Background: an optimization exercise with open tools, aiming at small area, a short achievable clock period and few clock cycles per item. Do not read the settings as production practice.
Function was checked by simulation only, so behaviour that the tests miss may differ from the original.
Power and IR drop assume default switching activity.

==> flow/design.v <==
package slsd_pkg;
	localparam int LOAD_W  = 20;
	localparam int SOLAR_W = 19;
	localparam int DELTA_W = 20;
	localparam int HOUR_W  = 5;
	localparam int DEV_W   = 8;
	localparam int EST_W   = 7;
	localparam int HISTORY_DEPTH_DEF = 360;
	localparam int RING_TAPS_DEF     = 8;
	localparam int CFG_IDX_W  = 2;
	localparam int CFG_DATA_W = 19;
	localparam logic [CFG_IDX_W-1:0] REG_CHEAP_START     = 2'd0;
	localparam logic [CFG_IDX_W-1:0] REG_CHEAP_END       = 2'd1;
	localparam logic [CFG_IDX_W-1:0] REG_SOLAR_THRESHOLD = 2'd2;
	localparam logic [CFG_IDX_W-1:0] REG_MAX_DEVICES     = 2'd3;
	localparam logic [HOUR_W-1:0]  CHEAP_START_RST = 5'd22;
	localparam logic [HOUR_W-1:0]  CHEAP_END_RST   = 5'd6;
	localparam logic [SOLAR_W-1:0] THRESHOLD_RST   = 19'd8000;
	localparam logic [DEV_W-1:0]   MAX_DEVICES_RST = 8'd10;
	localparam logic [HOUR_W-1:0]  LAST_HOUR       = 5'd23;
	localparam logic [DELTA_W-1:0] DELTA_SAT = 20'd1000000;
	localparam int                 MIN_FILL  = 6;
	localparam logic [EST_W-1:0] EST_BASE_HI   = 7'd55;
	localparam logic [EST_W-1:0] EST_BASE_LO   = 7'd15;
	localparam logic [EST_W-1:0] EST_FEW_ADD   = 7'd25;
	localparam logic [EST_W-1:0] EST_RISE_ADD  = 7'd35;
	localparam logic [EST_W-1:0] EST_STRONG    = 7'd10;
	localparam logic [EST_W-1:0] EST_CAP       = 7'd98;
	localparam logic [EST_W-1:0] EST_SHIFT_MIN = 7'd65;
	localparam int               DIV_IN_W  = SOLAR_W - 5;
	localparam int               DIV_SHIFT = 21;
	localparam int               DIV_RECIP_W = 15;
	localparam logic [DIV_RECIP_W-1:0] DIV_RECIP = 15'd27963;
endpackage
module slsd_ring #(
	parameter int DEPTH = slsd_pkg::HISTORY_DEPTH_DEF,
	parameter int WIDTH = slsd_pkg::DELTA_W,
	parameter int TAPS  = slsd_pkg::RING_TAPS_DEF
) (
	input  logic                    clk,
	input  logic                    wr,
	input  logic [$clog2(TAPS)-1:0] tap,
	input  logic [WIDTH-1:0]        wdata,
	output logic [WIDTH-1:0]        rdata
);
	localparam int M     = DEPTH / TAPS;
	localparam int TAP_W = $clog2(TAPS);
	logic [DEPTH*WIDTH-1:0] q;
	for (genvar i = 0; i < DEPTH; i++) begin : g_ent
		localparam int PREV = (i + DEPTH - 1) % DEPTH;
		if ((i % M) == 0) begin : g_tap
			always_ff @(posedge clk) begin
				if (wr && tap == TAP_W'(i / M))
					q[i*WIDTH +: WIDTH] <= wdata;
				else
					q[i*WIDTH +: WIDTH] <= q[PREV*WIDTH +: WIDTH];
			end
		end else begin : g_pass
			always_ff @(posedge clk) begin
				q[i*WIDTH +: WIDTH] <= q[PREV*WIDTH +: WIDTH];
			end
		end
	end
	always_comb begin
		rdata = q[(DEPTH-1)*WIDTH +: WIDTH];
		for (int k = 1; k < TAPS; k++)
			if (tap == TAP_W'(k)) rdata = q[(k*M-1)*WIDTH +: WIDTH];
	end
endmodule
module slsd_decide (
	input  logic                          above,
	input  logic                          boost,
	input  logic                          cheap,
	input  logic                          surplus,
	input  logic                          few,
	input  logic                          sum_low,
	input  logic                          rising_cmp,
	input  logic [slsd_pkg::DEV_W-1:0]    quot,
	input  logic [slsd_pkg::DEV_W-1:0]    max_devices,
	output logic                          run_loads,
	output logic [slsd_pkg::DEV_W-1:0]    plug_count,
	output logic [slsd_pkg::EST_W-1:0]    est
);
	logic                        rising;
	logic [slsd_pkg::EST_W-1:0]  est_sum;
	logic [slsd_pkg::DEV_W-1:0]  devs_min;
	assign rising = few || rising_cmp;
	always_comb begin
		est_sum = above ? slsd_pkg::EST_BASE_HI : slsd_pkg::EST_BASE_LO;
		if (few) begin
			if (above) est_sum = est_sum + slsd_pkg::EST_FEW_ADD;
		end else if (sum_low) begin
			if (above) est_sum = est_sum + slsd_pkg::EST_RISE_ADD;
		end else if (rising) begin
			est_sum = est_sum + slsd_pkg::EST_RISE_ADD;
		end
		if (boost) est_sum = est_sum + slsd_pkg::EST_STRONG;
		est = (est_sum > slsd_pkg::EST_CAP) ? slsd_pkg::EST_CAP : est_sum;
	end
	assign run_loads = cheap && surplus && above && rising && (est >= slsd_pkg::EST_SHIFT_MIN);
	assign devs_min   = (quot == '0) ? slsd_pkg::DEV_W'(1) : quot;
	assign plug_count = !run_loads ? '0 : (devs_min > max_devices) ? max_devices : devs_min;
endmodule
module solar_load_shift_decision #(
	parameter int HISTORY_DEPTH = slsd_pkg::HISTORY_DEPTH_DEF,
	parameter int RING_TAPS     = slsd_pkg::RING_TAPS_DEF
) (
	input  logic                            clk,
	input  logic                            arst_n,
	input  logic                            wr_en,
	input  logic [slsd_pkg::CFG_IDX_W-1:0]  wr_index,
	input  logic [slsd_pkg::CFG_DATA_W-1:0] wr_data,
	input  logic                            sample_valid,
	output logic                            sample_ready,
	input  logic [slsd_pkg::LOAD_W-1:0]     sample_load_power,
	input  logic [slsd_pkg::SOLAR_W-1:0]    sample_solar_power,
	input  logic [slsd_pkg::DELTA_W-1:0]    sample_solar_energy_delta,
	input  logic [slsd_pkg::HOUR_W-1:0]     sample_hour,
	output logic                            result_valid,
	input  logic                            result_ready,
	output logic                            result_run_loads,
	output logic [slsd_pkg::DEV_W-1:0]      result_plug_count,
	output logic [slsd_pkg::EST_W-1:0]      result_solar_estimate
);
	localparam int M      = HISTORY_DEPTH / RING_TAPS;
	localparam int PH_W   = $clog2(M);
	localparam int TAP_W  = $clog2(RING_TAPS);
	localparam int FILL_W = $clog2(HISTORY_DEPTH + 1);
	localparam int SUM_W  = slsd_pkg::DELTA_W + FILL_W;
	localparam int PROD_W = slsd_pkg::DELTA_W + FILL_W;
	localparam int CMP_W  = PROD_W + 3;
	localparam int RES_W  = 1 + slsd_pkg::DEV_W + slsd_pkg::EST_W;
	logic [slsd_pkg::HOUR_W-1:0]  cheap_start_q;
	logic [slsd_pkg::HOUR_W-1:0]  cheap_end_q;
	logic [slsd_pkg::SOLAR_W-1:0] threshold_q;
	logic [slsd_pkg::DEV_W-1:0]   max_devices_q;
	always_ff @(posedge clk or negedge arst_n) begin
		if (!arst_n) begin
			cheap_start_q <= slsd_pkg::CHEAP_START_RST;
			cheap_end_q   <= slsd_pkg::CHEAP_END_RST;
			threshold_q   <= slsd_pkg::THRESHOLD_RST;
			max_devices_q <= slsd_pkg::MAX_DEVICES_RST;
		end else if (wr_en) begin
			case (wr_index)
				slsd_pkg::REG_CHEAP_START:     cheap_start_q <= wr_data[slsd_pkg::HOUR_W-1:0];
				slsd_pkg::REG_CHEAP_END:       cheap_end_q   <= wr_data[slsd_pkg::HOUR_W-1:0];
				slsd_pkg::REG_SOLAR_THRESHOLD: threshold_q   <= wr_data[slsd_pkg::SOLAR_W-1:0];
				slsd_pkg::REG_MAX_DEVICES:     max_devices_q <= wr_data[slsd_pkg::DEV_W-1:0];
				default: ;
			endcase
		end
	end
	logic             ready_q;
	logic             v0_q, v1_q, v2_q;
	logic             out_v_q, skid_v_q;
	logic [PH_W-1:0]  ph_q;
	logic [TAP_W-1:0] tap_q;
	logic             adv;
	logic             accept;
	logic             aligned;
	logic             wr;
	logic             deliver;
	logic             push;
	logic             v0_n, out_v_n, skid_v_n;
	logic [PH_W-1:0]  ph_n;
	logic [TAP_W-1:0] tap_n;
	assign adv     = !skid_v_q;
	assign accept  = sample_valid && ready_q;
	assign aligned = (ph_q == '0);
	assign wr      = v0_q && aligned && adv;
	assign deliver = out_v_q && result_ready;
	assign push    = v2_q && adv;
	always_comb begin
		v0_n = accept ? 1'b1 : (wr ? 1'b0 : v0_q);
		if (wr) begin
			ph_n  = ph_q;
			tap_n = tap_q;
		end else if (ph_q == PH_W'(M - 1)) begin
			ph_n  = '0;
			tap_n = (tap_q == TAP_W'(RING_TAPS - 1)) ? '0 : tap_q + 1'b1;
		end else begin
			ph_n  = ph_q + 1'b1;
			tap_n = tap_q;
		end
		if (out_v_q && !deliver) begin
			out_v_n  = 1'b1;
			skid_v_n = skid_v_q || push;
		end else begin
			out_v_n  = skid_v_q || push;
			skid_v_n = 1'b0;
		end
	end
	always_ff @(posedge clk or negedge arst_n) begin
		if (!arst_n) begin
			ready_q  <= 1'b0;
			v0_q     <= 1'b0;
			v1_q     <= 1'b0;
			v2_q     <= 1'b0;
			out_v_q  <= 1'b0;
			skid_v_q <= 1'b0;
			ph_q     <= '0;
			tap_q    <= '0;
		end else begin
			ready_q  <= !v0_n || ((ph_n == '0) && !skid_v_n);
			v0_q     <= v0_n;
			if (adv) begin
				v1_q <= wr;
				v2_q <= v1_q;
			end
			out_v_q  <= out_v_n;
			skid_v_q <= skid_v_n;
			ph_q     <= ph_n;
			tap_q    <= tap_n;
		end
	end
	assign sample_ready = ready_q;
	logic [slsd_pkg::LOAD_W-1:0]  load0;
	logic [slsd_pkg::SOLAR_W-1:0] solar0;
	logic [slsd_pkg::DELTA_W-1:0] delta0;
	logic [slsd_pkg::HOUR_W-1:0]  hour0;
	always_ff @(posedge clk) begin
		if (accept) begin
			load0  <= sample_load_power;
			solar0 <= sample_solar_power;
			delta0 <= sample_solar_energy_delta;
			hour0  <= sample_hour;
		end
	end
	logic [slsd_pkg::DELTA_W-1:0] dsat0;
	logic                         surplus0;
	logic [slsd_pkg::SOLAR_W-1:0] diff0;
	logic                         above0;
	logic                         boost0;
	logic                         cheap0;
	assign dsat0    = (delta0 > slsd_pkg::DELTA_SAT) ? slsd_pkg::DELTA_SAT : delta0;
	assign surplus0 = slsd_pkg::LOAD_W'(solar0) > load0;
	assign diff0    = slsd_pkg::SOLAR_W'(slsd_pkg::LOAD_W'(solar0) - load0);
	assign above0   = solar0 >= threshold_q;
	assign boost0   = {solar0, 1'b0} >
		((slsd_pkg::SOLAR_W + 2)'(threshold_q) << 1) + (slsd_pkg::SOLAR_W + 2)'(threshold_q);
	always_comb begin
		if (hour0 > slsd_pkg::LAST_HOUR || cheap_start_q > slsd_pkg::LAST_HOUR ||
			cheap_end_q > slsd_pkg::LAST_HOUR) begin
			cheap0 = 1'b0;
		end else if (cheap_start_q == cheap_end_q) begin
			cheap0 = 1'b1;
		end else if (cheap_start_q < cheap_end_q) begin
			cheap0 = (hour0 >= cheap_start_q) && (hour0 < cheap_end_q);
		end else begin
			cheap0 = (hour0 >= cheap_start_q) || (hour0 < cheap_end_q);
		end
	end
	logic [slsd_pkg::DELTA_W-1:0] ring_old;
	slsd_ring #(
		.DEPTH (HISTORY_DEPTH),
		.WIDTH (slsd_pkg::DELTA_W),
		.TAPS  (RING_TAPS)
	) u_ring (
		.clk   (clk),
		.wr    (wr),
		.tap   (tap_q),
		.wdata (dsat0),
		.rdata (ring_old)
	);
	logic [slsd_pkg::DELTA_W-1:0]  delta1;
	logic [slsd_pkg::DELTA_W-1:0]  old1;
	logic [slsd_pkg::DIV_IN_W-1:0] divin1;
	logic                          above1, boost1, cheap1, surplus1;
	always_ff @(posedge clk) begin
		if (adv) begin
			delta1   <= dsat0;
			old1     <= ring_old;
			divin1   <= diff0[slsd_pkg::SOLAR_W-1:5];
			above1   <= above0;
			boost1   <= boost0;
			cheap1   <= cheap0;
			surplus1 <= surplus0;
		end
	end
	logic [FILL_W-1:0] fill_q;
	logic [SUM_W-1:0]  sum_q;
	logic              full;
	assign full = (fill_q == FILL_W'(HISTORY_DEPTH));
	always_ff @(posedge clk or negedge arst_n) begin
		if (!arst_n) begin
			fill_q <= '0;
			sum_q  <= '0;
		end else if (adv && v1_q) begin
			if (!full) fill_q <= fill_q + 1'b1;
			sum_q <= sum_q - (full ? SUM_W'(old1) : '0) + SUM_W'(delta1);
		end
	end
	logic [PROD_W-1:0] prod1;
	logic [slsd_pkg::DIV_IN_W+slsd_pkg::DIV_RECIP_W-1:0] quot_prod1;
	assign prod1      = PROD_W'(delta1) * PROD_W'(fill_q);
	assign quot_prod1 = (slsd_pkg::DIV_IN_W+slsd_pkg::DIV_RECIP_W)'(divin1) *
		(slsd_pkg::DIV_IN_W+slsd_pkg::DIV_RECIP_W)'(slsd_pkg::DIV_RECIP);
	logic [PROD_W-1:0]          prod2;
	logic [SUM_W-1:0]           sum2;
	logic                       few2, sum_low2;
	logic [slsd_pkg::DEV_W-1:0] quot2;
	logic                       above2, boost2, cheap2, surplus2;
	always_ff @(posedge clk) begin
		if (adv) begin
			prod2    <= prod1;
			sum2     <= sum_q;
			few2     <= fill_q < FILL_W'(slsd_pkg::MIN_FILL);
			sum_low2 <= sum_q <= SUM_W'(fill_q);
			quot2    <= quot_prod1[slsd_pkg::DIV_SHIFT +: slsd_pkg::DEV_W];
			above2   <= above1;
			boost2   <= boost1;
			cheap2   <= cheap1;
			surplus2 <= surplus1;
		end
	end
	logic [CMP_W-1:0] lhs, rhs;
	assign lhs = (CMP_W'(prod2) << 2) + CMP_W'(prod2);
	assign rhs = (CMP_W'(sum2) << 2) + (CMP_W'(sum2) << 1);
	logic [RES_W-1:0] res2;
	slsd_decide u_decide (
		.above       (above2),
		.boost       (boost2),
		.cheap       (cheap2),
		.surplus     (surplus2),
		.few         (few2),
		.sum_low     (sum_low2),
		.rising_cmp  (lhs > rhs),
		.quot        (quot2),
		.max_devices (max_devices_q),
		.run_loads   (res2[RES_W-1]),
		.plug_count  (res2[slsd_pkg::EST_W +: slsd_pkg::DEV_W]),
		.est         (res2[slsd_pkg::EST_W-1:0])
	);
	logic [RES_W-1:0] out_q, skid_q;
	always_ff @(posedge clk) begin
		if (!out_v_q || deliver)
			out_q <= skid_v_q ? skid_q : res2;
		if (adv)
			skid_q <= res2;
	end
	assign result_valid          = out_v_q;
	assign result_run_loads      = out_q[RES_W-1];
	assign result_plug_count     = out_q[slsd_pkg::EST_W +: slsd_pkg::DEV_W];
	assign result_solar_estimate = out_q[slsd_pkg::EST_W-1:0];
endmodule
==> flow/run.sh <==
#!/bin/bash
# synth_recipe.tcl (not shown) runs the flow's synth.tcl, then flattens the netlist and writes it again
# the make line also repeats each setting of config.mk as NAME=value (left out here)
make -C /OpenROAD-flow-scripts/flow DESIGN_CONFIG=/design/flow/config.mk WORK_HOME=/design/flow/orfs CLKGATE_MAP_FILE= SYNTH_SCRIPT=/design/flow/synth_recipe.tcl finish
==> flow/config.mk <==
export PLATFORM = sky130hd
export DESIGN_NAME = solar_load_shift_decision
export DESIGN_NICKNAME = solar_load_shift_decision
export VERILOG_FILES = /design/flow/design.v
export SDC_FILE = /design/flow/constraint.sdc
export NUM_CORES = 4
export LEC_CHECK = 0
export CAP_MARGIN = 20
export CORE_MARGIN = 2
export CORE_UTILIZATION = 45
export SLEW_MARGIN = 20
export SYNTH_MEMORY_MAX_BITS = 8192
==> flow/constraint.sdc <==
create_clock -name core_clock -period 7.5 [get_ports {clk}]
set_input_delay 1.5000 -clock core_clock [delete_from_list [all_inputs] [get_ports {clk}]]
set_output_delay 1.5000 -clock core_clock [all_outputs]
set_load 0.01 [all_outputs]
==> notes.md <==
cell families after synthesis:
| group | Yosys count |
|---|---|
| AOI/OAI and AO/OA | 756 |
| xor gates and xnor gates | 142 |
| adders and majority gates | 634 |
| buffers and inverters | 567 |
| DFF | 7516 |
| muxes | 93 |
| and+or+nand+nor | 893 |
area by class of cell:
class	count	area share, %
multi-input cells	2518	10.0
diodes	7	0.00849
well taps	5197	3.15
clock buffers	948	9.37
flip-flops and latches	7516	74.1
repair buffers	232	0.980
clock inverters	248	1.50
inverters	449	0.818
per-stage QoR:
| stage | cell area (um^2) | hold slack, ns | power (uW) |
|---|---|---|---|
| CTS | 206000 | 0.276 | 94100 |
| floorplan | 176000 | 0.310 | 54300 |
| detailed placement | 184000 | 0.312 | 60200 |
| global route | 206000 | 0.279 | 97800 |
| finish | 206000 | 0.280 | 92600 |
| global placement | 184000 | 0.310 | 60400 |
cell usage after synthesis, types with 43 or more instances:
master / n
edfxtp_1: 210
ha_1: 403
a21o_1: 74
nand2_1: 400
o21ai_0: 271
a21oi_1: 186
dfrtp_1: 77
dfxtp_1: 7216
fa_1: 230
xor2_1: 50
clkbuf_1: 108
inv_1: 446
mux2_2: 65
nor2_1: 212
a211oi_1: 59
xnor2_1: 92
nor3_1: 43
power by group:
group / internal (uW) / leakage, uW / switching (uW)
sequential: 41400 / 0.0614 / 711
combinational: 7350 / 0.0129 / 9500
clock: 19500 / 0.0110 / 14200
total: 68200 / 0.0854 / 24400
worst paths after layout:
check	from	to	slack (ns)
setup reg to reg	sum2[1]	out_q[0]	0.62
hold / removal	u_ring.q[1940]	u_ring.q[1960]	0.28
hold reg to reg	u_ring.q[1940]	u_ring.q[1960]	0.28
max in group asynchronous	arst_n	fill_q[7]	5.96
min in group asynchronous	arst_n	threshold_q[0]	0.41
setup / recovery	sum2[1]	out_q[0]	0.62
routing by layer:
layer,wire (um),vias to the layer above,share of wire [%]
li1,-,35500,-
met1,135000,34500,48
met2,124000,1146,44
met3,10500,551,3.7
met4,10100,0,3.6
met5,0,-,0
sequential cells by signal (all words and copies together), names as in the netlist, 6 cells and up:
| register | cells |
|---|---|
| threshold_q | 19 |
| solar0 | 19 |
| max_devices_q | 8 |
| prod2 | 29 |
| delta1 | 20 |
| u_ring.q | 7200 |
| ph_q | 6 |
| delta0 | 20 |
| quot2 | 8 |
| divin1 | 14 |
| load0 | 20 |
| sum_q | 29 |
| skid_q | 16 |
| out_q | 16 |
| old1 | 20 |
| fill_q | 9 |
| sum2 | 29 |
repair_timing:
item | CTS | global route
setup endpoints to repair | 0 | 4
resized for setup | 0 | 6
setup buffers | 0 | 0
hold buffers | 0 | 0
==> metrics.md <==
| Metric | Value |
|---|---|
| Outcome | complete, no violations |
| Most common cell after layout, fill and taps aside | dfxtp_1 |
| Vias | 71700 |
| Vias in the first global route | 75500 |
| Setup crit end kind | register |
| GR Layer Usage met2 | 22.2% |
| Max stage delay on crit path | 0.43 ns |
| Period Utilization, post-route | 91.7% |
| Row cnt | 229 |
| Pin count of the biggest net entering global routing | 66 |
| Reg clk slew, reported paths | 0.06 ns |
| First-pass GRT wire length | 436000 um |
| Mapped Cells | 10600 |
| Worst setup SP type | register |
| CTS H-tree depth | 6 |
| Share of cells above drive strength 1 | 11.0% |
| Die Wd | 629 um |
| Syn nets | 11300 |
| Arrival time worst endpoint | 7.61 ns |
| Die Y-Extent | 629 um |
| Met3 usage | 2.43% |
| Post-synth top area share | 82.2% |
| EDFF count, synth | 210 |
| Final hold vios | 0 |
| Simple-gate share of the synthesized area | 2.28% |
| Most used cell along the critical path | buf_4 |
| Final max-slew violation count | 0 |
| # setup viols final | 0 |
| Starting Density | 45.2% |
| Warnings from Yosys | 3 |
| Worst hold path class | reg2reg |
| Layout Cells excl Fill | 17100 |
| DRT antenna net count | 0 |
| Peak VDD IR | 0.000843 V |
| CP required | 8.23 ns |
| Placer Congestion | 0.817 |
| Maximum Capacitance Violations | 0 |
| Main combinational cell family by area after synthesis | adder cells |
| Hold Path Depth | 0 |
| Sink Count | 7516 |
| Placed insts | 15900 |
| Pre-CTS setup slack | 0.240 ns |
| Total GRT Usage | 14.1% |
| Slowest stage cell, crit path | fa_1 |
| Stages on the worst setup path | 34 |
| Main synth FF type | dfxtp_1 |
| Post-synthesis mux area share | 0.576% |
| Nets | 12100 |
| Synth Area in Adders | 5.49% |
| Num ports | 108 |
| FF+latch count, synth | 7516 |
| Wirelength per Cell | 16.4 um |
| Largest area contributor in the netlist | dfxtp_1 |
| CTS tree | done |
| IO buf count | 107 |
| Synth Area in XOR/XNOR | 0.708% |
| Part of the Yosys area used for sequential elements | 87.1% |
| Worst Path Max Fanout | 3 |
| RSZ-0062 raised after global routing | false |
| # fillers | 31100 |
| Setup TNS | 0 ns |
| Dpl hpwl | 172000 um |
| Time the worst path needs with I/O delays and setup | 6.88 ns |
| Iter 0 DRT Violations | 3428 |
| Worst Tran Pin Value | 1.07 ns |
| Core area | 0.389 mm^2 |
| Final worst setup slack | 0.621 ns |
| Area Overhead vs Synth | 17.4% |
| Via/cell ratio | 4.19 |
| Distinct cell type count after synthesis | 84 |
| CP bufs+invs | 7 |
| FF+latch area | 0.153 mm^2 |
| Worst R2R Path Depth | 34 |
| Mapped cell area | 0.176 mm^2 |
| Final Util | 53.0% |
| Clock root buffer | clkbuf_16 |
| Wirelength, routed | 280000 um |
| 1st-pass router iterations | 5 |
| Mean post-synth cell area | 16.6 um^2 |
| Area of the multi-input gates | 0.0207 mm^2 |
| Clk buf depth | 4 |
| Worst slew margin | 28.3% |
| Skew-Pair Late Insertion Delay | 1.05 ns |
| Ranking of synthesized cells by area | dfxtp_1 82%, edfxtp_1 3.6%, ha_1 2.9% |
| Total global routing overflow | 0 |
| Most frequent cells in the layout | 7216 x dfxtp_1, 672 x clkbuf_16, 445 x inv_1, 402 x ha_1, 397 x nand2_1 |
| Num CTS Buffers | 656 |
| Final clock skew | 0.0692 ns |
| Max Fclk | 145 MHz |
| Ys async rst share | 1.20% |
| DRC errors left | 0 |
| Die area | 0.396 mm^2 |
| M1 GR Usage | 19.4% |
| Busiest grt layer | met2 |
| Initial antenna violation count | 17 |
| Power Density | 449 mW/mm^2 |
| Pleak | 0.0854 uW |
| Setup CP Type | reg2reg |
| Crit-path leading delay family | compound AO/OA/AOI/OAI gates |
| Synth Area in Compound Gates | 2.67% |
Testbench counts, summed over its fixed seeds: cycles 9,233, items 9,000.

-- separate check: timing with driven ports --
The results above use ideal ports. As a check the final layout listed here was re-extracted and re-timed, cells and wires unchanged. Step 1 sets driving cells, clkbuf_16 on the clock port and buf_2 on the other inputs (assumed; they add their load-dependent delay and slew). Step 2 moves the port delays by t, midway between the first and last clock arrival at a register: inputs arrive t later, outputs are due t later. That takes back most of the time a late clock gives input paths. Three values: ideal, step 1, step 2; two values: the first two.
t (ns): 1.111
setup WS [ns]: 0.621 / 0.621 / 0.621
hold slack, ns: 0.280 / 0.280 / 0.280
worst setup path at the end: register to register
After both steps setup and hold are still met in this run. For this run, drivers alone change the setup slack by 0.000 ns; drivers and shift together by 0.000 ns.
